Source: an optimization exercise on an open RTL-to-GDS flow (aim: small area). Production flows keep margins and buffers that such runs may drop. No activity file was given, so power comes from the tool's default toggle rates.

// addr_fetch_unit
module addr_fetch_unit
#(
  parameter int ADDR_W = 8,
  parameter int DATA_W = 8
) (
  input  logic                Clock,
  input  logic                Reset_n,
  input  logic [DATA_W-1:0]   ARF_In,
  input  logic [1:0]          ARF_OutASel,
  input  logic [1:0]          ARF_OutBSel,
  input  logic [1:0]          ARF_FunSel,
  input  logic [3:0]          ARF_RSel,
  input  logic [DATA_W-1:0]   Mem_Data,
  input  logic                Mem_WR,
  input  logic                Mem_CS,
  input  logic [1:0]          IR_Funsel,
  input  logic                IR_Enable,
  input  logic                IR_LH,
  output logic [DATA_W-1:0]   ARF_OutA,
  output logic [DATA_W-1:0]   ARF_OutB,
  output logic [DATA_W-1:0]   Mem_Out,
  output logic [2*DATA_W-1:0] IR_Out
);
  localparam int IR_W  = 2 * DATA_W;
  localparam int DEPTH = 2 ** ADDR_W;
  logic [DATA_W-1:0] pc, ar, sp, pc_past;
  logic [ADDR_W-1:0] mem_addr;
  logic [DATA_W-1:0] mem [DEPTH];
  logic [IR_W-1:0]   ir;
  nbit_reg #(.W(DATA_W)) u_pc (
    .clock(Clock), .reset_n(Reset_n), .enable(ARF_RSel[afu_pkg::RS_PC]),
    .funsel(ARF_FunSel), .din(ARF_In), .q(pc)
  );
  nbit_reg #(.W(DATA_W)) u_ar (
    .clock(Clock), .reset_n(Reset_n), .enable(ARF_RSel[afu_pkg::RS_AR]),
    .funsel(ARF_FunSel), .din(ARF_In), .q(ar)
  );
  nbit_reg #(.W(DATA_W)) u_sp (
    .clock(Clock), .reset_n(Reset_n), .enable(ARF_RSel[afu_pkg::RS_SP]),
    .funsel(ARF_FunSel), .din(ARF_In), .q(sp)
  );
  nbit_reg #(.W(DATA_W)) u_pc_past (
  ...
==> module afu_oai22, before the edit <==
module afu_oai22 (
  input  logic a0, b0, a1, b1,
  output logic y
);
  assign y = !((a0 || b0) && (a1 || b1));
endmodule
==> module addr_fetch_unit, before the edit <==
module addr_fetch_unit
#(
  parameter int ADDR_W = 8,
  parameter int DATA_W = 8
) (
  input  logic                Clock,
  input  logic                Reset_n,
  input  logic [DATA_W-1:0]   ARF_In,
  input  logic [1:0]          ARF_OutASel,
  input  logic [1:0]          ARF_OutBSel,
  input  logic [1:0]          ARF_FunSel,
  input  logic [3:0]          ARF_RSel,
  input  logic [DATA_W-1:0]   Mem_Data,
  input  logic                Mem_WR,
  input  logic                Mem_CS,
  input  logic [1:0]          IR_Funsel,
  input  logic                IR_Enable,
  input  logic                IR_LH,
  output logic [DATA_W-1:0]   ARF_OutA,
  output logic [DATA_W-1:0]   ARF_OutB,
  output logic [DATA_W-1:0]   Mem_Out,
  output logic [2*DATA_W-1:0] IR_Out
);
  localparam int IR_W  = 2 * DATA_W;
  localparam int DEPTH = 2 ** ADDR_W;
  logic [DATA_W-1:0] pc, ar, sp, pc_past;
  logic [ADDR_W-1:0] mem_addr;
  logic [DATA_W-1:0] mem [DEPTH];
  logic [IR_W-1:0]   ir;
  nbit_reg #(.W(DATA_W)) u_pc (
    .clock(Clock), .reset_n(Reset_n), .enable(ARF_RSel[afu_pkg::RS_PC]),
    .funsel(ARF_FunSel), .din(ARF_In), .q(pc)
  );
  nbit_reg #(.W(DATA_W)) u_ar (
    .clock(Clock), .reset_n(Reset_n), .enable(ARF_RSel[afu_pkg::RS_AR]),
    .funsel(ARF_FunSel), .din(ARF_In), .q(ar)
  );
  nbit_reg #(.W(DATA_W)) u_sp (
    .clock(Clock), .reset_n(Reset_n), .enable(ARF_RSel[afu_pkg::RS_SP]),
    .funsel(ARF_FunSel), .din(ARF_In), .q(sp)
  );
  nbit_reg #(.W(DATA_W)) u_pc_past (
    .clock(Clock), .reset_n(Reset_n), .enable(ARF_RSel[afu_pkg::RS_PCPAST]),
    .funsel(ARF_FunSel), .din(ARF_In), .q(pc_past)
  );
  always_comb begin
    ARF_OutA = ar;
    case (ARF_OutASel)
      afu_pkg::SEL_AR:     ARF_OutA = ar;
      afu_pkg::SEL_SP:     ARF_OutA = sp;
      afu_pkg::SEL_PCPAST: ARF_OutA = pc_past;
      afu_pkg::SEL_PC:     ARF_OutA = pc;
      default:    ARF_OutA = ar;
    endcase
  end
  always_comb begin
    ARF_OutB = ar;
    case (ARF_OutBSel)
      afu_pkg::SEL_AR:     ARF_OutB = ar;
      afu_pkg::SEL_SP:     ARF_OutB = sp;
      afu_pkg::SEL_PCPAST: ARF_OutB = pc_past;
      afu_pkg::SEL_PC:     ARF_OutB = pc;
      default:    ARF_OutB = ar;
    endcase
  end
  assign mem_addr = ARF_OutB[ADDR_W-1:0];
  localparam int COL_W = 2;
  localparam int WPR   = 2 ** COL_W;       
  localparam int ROW_W = ADDR_W - COL_W;
  localparam int ROWS  = 2 ** ROW_W;
  logic                         phase;
  logic [ROWS-1:0]              row_sel, row_hold;
  logic [WPR-1:0][DATA_W-1:0]   row_raw;    
  logic [WPR-1:0][DATA_W-1:0]   row_x;      
  logic [WPR-1:0]               wr_word;
  logic [DATA_W-1:0]            rd_data;    
  logic                         wr_en;
  logic [DEPTH-1:0][DATA_W-1:0] mem_d;
  always_ff @(posedge Clock) begin
    phase <= !phase;
  end
  afu_row_dec #(.ADDR_W(ROW_W)) u_dec (.addr(mem_addr[ADDR_W-1:COL_W]), .sel(row_sel));
  for (genvar k = 0; k < ROWS; k++) begin : g_row
    afu_inv u_hold (.a(row_sel[k]), .y(row_hold[k]));
    for (genvar w = 0; w < WPR; w++) begin : g_word
      for (genvar c = 0; c < DATA_W; c++) begin : g_bit
        afu_oai22 u_next (
          .a0(row_hold[k]), .b0(row_x[w][c]), .a1(row_sel[k]), .b1(mem[WPR*k+w][c]),
          .y(mem_d[WPR*k+w][c])
        );
      end
    end
  end
  for (genvar w = 0; w < WPR; w++) begin : g_word
    for (genvar c = 0; c < DATA_W; c++) begin : g_rd
      logic [ROWS-1:0] col;
      for (genvar k = 0; k < ROWS; k++) begin : g_col
        assign col[k] = mem[WPR*k+w][c];
      end
      afu_rd_bit #(.N(ROWS)) u_rd (.sel(row_sel), .d(col), .y(row_raw[w][c]));
    end
    assign wr_word[w] = wr_en && (mem_addr[COL_W-1:0] == COL_W'(w));
    assign row_x[w]   = wr_word[w] ? (Mem_Data ^ {DATA_W{phase}}) : row_raw[w];
  end
  assign wr_en   = Reset_n && !Mem_CS && Mem_WR;
  assign rd_data = row_raw[mem_addr[COL_W-1:0]] ^ {DATA_W{phase}};
  always_ff @(posedge Clock) begin
    for (int i = 0; i < DEPTH; i++) mem[i] <= mem_d[i];
  end
  assign Mem_Out = (!Mem_CS && !Mem_WR) ? rd_data : '0;
  logic [IR_W-1:0] ir_d;
  logic            ir_cnt, ir_ld, keep_lo, keep_hi, load_lo, load_hi;
  assign ir_cnt  = Reset_n && IR_Enable && !IR_Funsel[1];
  assign ir_ld   = IR_Enable && (IR_Funsel == afu_pkg::FS_LOAD);
  assign keep_lo = Reset_n && (!IR_Enable || !IR_Funsel[1] || (ir_ld && IR_LH));
  assign keep_hi = Reset_n && (!IR_Enable || !IR_Funsel[1] || (ir_ld && !IR_LH));
  assign load_lo = Reset_n && ir_ld && !IR_LH && !Mem_CS;
  assign load_hi = Reset_n && ir_ld && IR_LH && !Mem_CS;
  afu_count_next #(.W(IR_W)) u_ir_next (
    .q(ir), .up(IR_Funsel[0]), .k_cnt(ir_cnt),
    .k_keep({{DATA_W{keep_hi}}, {DATA_W{keep_lo}}}),
    .k_load({{DATA_W{load_hi}}, {DATA_W{load_lo}}}),
    .din({rd_data, rd_data}), .d(ir_d)
  );
  always_ff @(posedge Clock) begin
    ir <= ir_d;
  end
  assign IR_Out = ir;
endmodule
clock: 10.0 ns
lec_check: 0
cap_margin: 10
core_margin: 2
core_utilization: 60
cts_buf_list: sky130_fd_sc_hd__clkbuf_16
cts_cluster_diameter: 80
cts_cluster_size: 25
setup_slack_margin: 0.5
slew_margin: 10
synth_hierarchical: 1
standard.sh (not shown) runs the stock make flow with config.mk's settings and CLKGATE_MAP_FILE= SYNTH_SCRIPT=/design/flow/synth_recipe.tcl, a recipe that flattens the netlist after the stock synthesis.
==> flow/flow/run.sh <==
#!/bin/bash
# Layout flow: the standard ORFS flow (standard.sh, unchanged synthesis,
# floorplan, power grid and tap cells) with two settings changed:
#  - the port buffers are the smallest buffer (buf_1) instead of ORFS's
#    default choice; the resizer may still upsize them for timing;
#  - clock tree synthesis runs without dummy loads (same clustering and
#    buffer list as config.mk gives).
# ORFS writes each step's full log under orfs/logs/; make's own output goes
# to standard.log in this folder.
set -euo pipefail
bash standard.sh \
  "BUFFER_PORTS_ARGS=-buffer_cell sky130_fd_sc_hd__buf_1" \
  "CTS_ARGS=-sink_clustering_enable -repair_clock_nets -dont_use_dummy_load -buf_list sky130_fd_sc_hd__clkbuf_16 -sink_clustering_size 25 -sink_clustering_max_diameter 80" \
  finish > standard.log 2>&1
Then changed:
--- a/flow/design.v
+++ b/flow/design.v
@@ -108,14 +108,8 @@
   output logic y
 );
   assign y = (a0 && b0) || (a1 && b1);
 endmodule
-module afu_oai22 (
-  input  logic a0, b0, a1, b1,
-  output logic y
-);
-  assign y = !((a0 || b0) && (a1 || b1));
-endmodule
 module afu_aoi222 (
   input  logic a0, b0, a1, b1, a2, b2,
   output logic y
 );
@@ -190,46 +184,33 @@
   localparam int COL_W = 2;
   localparam int WPR   = 2 ** COL_W;       
   localparam int ROW_W = ADDR_W - COL_W;
   localparam int ROWS  = 2 ** ROW_W;
-  logic                         phase;
-  logic [ROWS-1:0]              row_sel, row_hold;
-  logic [WPR-1:0][DATA_W-1:0]   row_raw;    
-  logic [WPR-1:0][DATA_W-1:0]   row_x;      
+  logic [ROWS-1:0]              row_sel;
+  logic [WPR-1:0][DATA_W-1:0]   row_data, row_d;
   logic [WPR-1:0]               wr_word;
-  logic [DATA_W-1:0]            rd_data;    
+  logic [DATA_W-1:0]            rd_data;
   logic                         wr_en;
-  logic [DEPTH-1:0][DATA_W-1:0] mem_d;
-  always_ff @(posedge Clock) begin
-    phase <= !phase;
-  end
   afu_row_dec #(.ADDR_W(ROW_W)) u_dec (.addr(mem_addr[ADDR_W-1:COL_W]), .sel(row_sel));
-  for (genvar k = 0; k < ROWS; k++) begin : g_row
-    afu_inv u_hold (.a(row_sel[k]), .y(row_hold[k]));
-    for (genvar w = 0; w < WPR; w++) begin : g_word
-      for (genvar c = 0; c < DATA_W; c++) begin : g_bit
-        afu_oai22 u_next (
-          .a0(row_hold[k]), .b0(row_x[w][c]), .a1(row_sel[k]), .b1(mem[WPR*k+w][c]),
-          .y(mem_d[WPR*k+w][c])
-        );
-      end
-    end
-  end
   for (genvar w = 0; w < WPR; w++) begin : g_word
     for (genvar c = 0; c < DATA_W; c++) begin : g_rd
       logic [ROWS-1:0] col;
       for (genvar k = 0; k < ROWS; k++) begin : g_col
         assign col[k] = mem[WPR*k+w][c];
       end
-      afu_rd_bit #(.N(ROWS)) u_rd (.sel(row_sel), .d(col), .y(row_raw[w][c]));
+      afu_rd_bit #(.N(ROWS)) u_rd (.sel(row_sel), .d(col), .y(row_data[w][c]));
     end
     assign wr_word[w] = wr_en && (mem_addr[COL_W-1:0] == COL_W'(w));
-    assign row_x[w]   = wr_word[w] ? (Mem_Data ^ {DATA_W{phase}}) : row_raw[w];
+    assign row_d[w]   = wr_word[w] ? Mem_Data : row_data[w];
   end
   assign wr_en   = Reset_n && !Mem_CS && Mem_WR;
-  assign rd_data = row_raw[mem_addr[COL_W-1:0]] ^ {DATA_W{phase}};
+  assign rd_data = row_data[mem_addr[COL_W-1:0]];
   always_ff @(posedge Clock) begin
-    for (int i = 0; i < DEPTH; i++) mem[i] <= mem_d[i];
+    for (int k = 0; k < ROWS; k++) begin
+      if (row_sel[k]) begin
+        for (int w = 0; w < WPR; w++) mem[WPR*k+w] <= row_d[w];
+      end
+    end
   end
   assign Mem_Out = (!Mem_CS && !Mem_WR) ? rd_data : '0;
   logic [IR_W-1:0] ir_d;
   logic            ir_cnt, ir_ld, keep_lo, keep_hi, load_lo, load_hi;
Effect:
- global-route usage drops by 12 points
- synthesized cell count drops by well over a third
- total power drops by a few percent
- count of clock-buffer cells in the layout climbs by 1
- hold slack improves by 0.16 ns
- area after synthesis climbs by roughly a tenth
- utilization drops by 0.46 points
- final cell count drops by a quarter to a third
- cell area climbs by roughly a tenth
No run of this note included a check of the RTL's function; only the layout flow was run.

port drivers added, routing unchanged:
The flow's constraints put no driver on any port. The routed layouts listed below were extracted and timed again, unchanged, in two steps.
Step 1: set_driving_cell puts a clkbuf_16 on Clock and a buf_2 on each other input, an assumption about the parent block.
Step 2 moves the port delays by t, midway between the first and last clock arrival at a register: inputs arrive t later, outputs are due t later. That takes back most of the time a late clock gives input paths.
a / b / c = no drivers / after step 1 / after step 2; a / b = the first two.
| run | t, ns | slack for setup (ns) | clock arrival spread, ns | worst register clock-pin slew, ns | cell pins on the clock port's net |
|---|---|---|---|---|---|
| the first run | 0.795 | 0.503 / 0.471 / 0.471 | 0.057 / 0.057 | 0.11 / 0.11 | 1 |
| the second run | 0.764 | 0.702 / 0.652 / 0.652 | 0.049 / 0.049 | 0.10 / 0.10 | 1 |
After both steps every run listed still meets setup and hold. The setup slack of the second run, which loses most, moves by -0.050 ns with the drivers and by -0.050 ns with both steps.
